From an optimization exercise on the open Yosys and OpenROAD flow, aimed at small area, a short achievable clock period and few clock cycles per item; shortcuts taken in it are not production practice. Only simulation tests tie the RTL to the original design; equivalence was not proved.

// mult_div_unit
module mult_div_unit #(
  parameter int MUL_LAT = md_pkg::MUL_LAT_DEF
) (
  input  logic        clk,
  input  logic        rst_n,
  input  logic        start,
  input  logic        hilo,
  input  logic        we,
  input  logic [1:0]  op,
  input  logic        madd,
  input  logic [31:0] src_a,
  input  logic [31:0] src_b,
  output logic        busy,
  output logic [31:0] hi,
  output logic [31:0] lo,
  output logic [31:0] rd_data
);
Settings: LEC_CHECK=0, CAP_MARGIN=20, CORE_MARGIN=2, CORE_UTILIZATION=40, SETUP_SLACK_MARGIN=2.5, SLEW_MARGIN=20; clock period 13.0 ns.
run.sh (not shown) runs the stock make flow with config.mk's settings and CLKGATE_MAP_FILE= SYNTH_SCRIPT=/design/flow/synth_recipe.tcl, a recipe that flattens the netlist after the stock synthesis.
Testbench counts at the start, summed over its fixed seeds: cycles 4,286, ops 1,920.
Then changed:
Settings changed: SETUP_SLACK_MARGIN 2.5 to 5.
Result: The changed run completed with no timing, DRC or antenna violations; register-to-register slack improved by 1100 ps; count of clock-buffer cells in the layout stays the same; die area does not change; flip-flop and latch count does not change; setup slack improved by 1100 ps; cell area grows by 23%.
Then changed:
Settings changed: SETUP_SLACK_MARGIN 5 to 3.5.
The new run completed without violations; core utilization went down by 7.2 points; wire length went down by a little under a tenth; synthesized cell count is unchanged; design area went down by roughly a tenth.

---

== run 1 ==
Another version of the RTL of mult_div_unit (not shown whole).
Size: roughly 3600 cells after synthesis, roughly 140 flip-flops, ~170 I/O pins, ~28000 um2 of cells after synthesis.
clock: 13.0 ns
lec_check: 0
abc_clock_period_in_ps: 6000
cap_margin: 20
core_margin: 2
core_utilization: 40
setup_slack_margin: 5
slew_margin: 20
Testbench counts of run 1, summed over its fixed seeds: cycles 8,290, ops 1,920.
What run 2 does differently from run 1 at the input level:
- removing ABC_CLOCK_PERIOD_IN_PS (formerly 6000)
- removing SETUP_SLACK_MARGIN (formerly 5)
### Flow results
Slowest stage cell on the critical path = edfxtp_1: run 2; slowest stage cell on the critical path = o32ai_1: run 1
On run 2: clock-buffer cell count is 5 lower than what run 1 gave.
[compare] base=run 1 new=run 2: design area moved down; minimum hold slack moved up; met2 usage moved down.
Run 1 → run 2: number of core rows barely changed; clock network area share barely changed.
Setup changes, run 2 to run 3
- an added ABC_CLOCK_PERIOD_IN_PS of 6000
The flow did not stop early for run 3: all stages ran, and the layout cleared the timing, design-rule and antenna checks.
Run 2 -> run 3: maximum frequency delta 0, exact match
On xor and xnor fraction of the mapped netlist area, run 3 and run 2 are basically level.
Re core footprint: no difference whatsoever between run 2 and run 3.
Looking at run 3 and run 2, the worst setup slack for register-to-register paths is a wash.
Proportion of layout cells with a drive suffix above 1 came out exactly the same in run 3 and run 2.
[compare] base=run 2 new=run 3: routed wire length saw little to no change; per-instance average area after synthesis saw little to no change.
Reported for run 3 and run 2, number of clock buffers in the layout turned out identical to the last digit.

---

## run A
mult_div_unit, a different RTL version from the one above (not shown whole).
For scale: roughly 4800 cells after synthesis, roughly 150 flip-flops.
// mult_div_unit
module mult_div_unit #(
  parameter int MUL_LAT = md_pkg::MUL_LAT_DEF
) (
  input  logic        clk,
  input  logic        rst_n,
  input  logic        start,
  input  logic        hilo,
  input  logic        we,
  input  logic [1:0]  op,
  input  logic        madd,
  input  logic [31:0] src_a,
  input  logic [31:0] src_b,
  output logic        busy,
  output logic [31:0] hi,
  output logic [31:0] lo,
  output logic [31:0] rd_data
);
export LEC_CHECK = 0
export ABC_AREA = 1
export CAP_MARGIN = 20
export CORE_MARGIN = 2
export CORE_UTILIZATION = 40
export SETUP_SLACK_MARGIN = 5
export SLEW_MARGIN = 20
create_clock -name core_clock -period 13.0 [get_ports {clk}]
standard.sh (not shown) runs the stock make flow with config.mk's settings and CLKGATE_MAP_FILE= SYNTH_SCRIPT=/design/flow/synth_recipe.tcl, a recipe that flattens the netlist after the stock synthesis.
==> flow/flow/run.sh <==
#!/bin/bash
# The standard layout with two changes that leave the design and its registers alone:
# - the ports are buffered by buf_2 cells instead of the delay buffers buffer_ports
#   picks by default;
# - Yosys's synth skips its quick abc pass (-noabc), so that extract_fa sees the adder
#   trees as written instead of re-mapped with arbitrary polarities (fewer inverters
#   between the full adders).  The final ABC mapping is the standard one.
set -e
export BUFFER_PORTS_ARGS="-buffer_cell sky130_fd_sc_hd__buf_2"
export SYNTH_ARGS="-noabc"
bash standard.sh > standard.log 2>&1
Testbench counts of run A, summed over its fixed seeds: cycles 4,322, ops 1,920.
For run B, these inputs were changed with respect to run A:
- SETUP_SLACK_MARGIN now 4.5, was 5
Notes after the runs:
Design area: run B and run A compared, higher one is run A. Reported for run B and run A, number of enable flip-flop cells after synthesis turned out identical to the last digit. Final critical-path share of the clock period in run B is 2.1 points above run A. Reported for run B and run A, share of cell area taken by muxes after synthesis turned out identical to the last digit.
For run C, these inputs were changed with respect to run B:
- a change of SETUP_SLACK_MARGIN from 4.5 to 3.5
==> flow/flow/run.sh <==
#!/bin/bash
# The standard layout, with the ports buffered by buf_2 cells instead of the delay
# buffers buffer_ports picks by default.  Everything else is the standard flow.
set -e
export BUFFER_PORTS_ARGS="-buffer_cell sky130_fd_sc_hd__buf_2"
bash standard.sh > standard.log 2>&1
Results
- Shortest clock period the worst path allows after layout for run C: 0.95 ns up relative to run B
- Total nets after synthesis, run B and run C: higher on run C
- Setup slack in run C is smaller than in run B.
- Delta (run C minus run B): required time of the worst setup path grew by 0.07 ns.
- Summary of the comparison: met2 track demand over resource in global routing is higher in run C, relative to run B.
- Diff run B -> run C: post-synthesis compound-gate area fraction has increased; final area has decreased.
Edits applied to the flow inputs when going from run C to run D:
- SETUP_SLACK_MARGIN changed from 3.5 to 4.5
Lower critical path depth goes to run C over run D.
Delta (run D minus run C): growth of design area from synthesis to finish saw an increase.
Lower global-route wire length before repair goes to run C over run D.
Initial core utilization delta (run C -> run D): insignificant
Average via count per standard cell (run D over run C): decrease, 0.022

-- separate check: timing with driven ports --
In the flow no input, the clock included, has a driving cell. The finished layouts below were timed again as built, in two steps.
Step 1: set_driving_cell puts a clkbuf_16 on clk and a buf_2 on each other input, an assumption about the parent block.
Step 2 also shifts input and output timing later by t, the mid clock arrival at the registers, as if the neighbouring blocks saw the same clock.
Three values: ideal, step 1, step 2; two values: the first two.
run | shift t [ns] | setup slack, ns | worst setup path after step 2
the first run of note 1 | 0.545 | 2.672 / 2.726 / 2.181 | input to register
the second run of note 1 | 0.512 | 3.768 / 3.797 / 3.285 | input to register
the third run of note 1 | 0.529 | 3.500 / 3.545 / 3.016 | input to register
run 1 | 0.536 | 4.955 / 4.955 / 4.955 | register to register
run 2 | 0.564 | 2.868 / 2.868 / 2.868 | register to register
run 3 | 0.564 | 2.868 / 2.868 / 2.868 | register to register
run A | 0.560 | 4.788 / 4.800 / 4.240 | input to register
run B | 0.527 | 4.518 / 4.541 / 4.014 | input to register
run C | 0.570 | 3.567 / 3.599 / 3.029 | input to register
run D | 0.589 | 4.429 / 4.462 / 3.873 | input to register
After both steps setup and hold are still met in every run listed. For run D, which loses most, drivers alone change the setup slack by +0.033 ns; drivers and shift together by -0.556 ns.
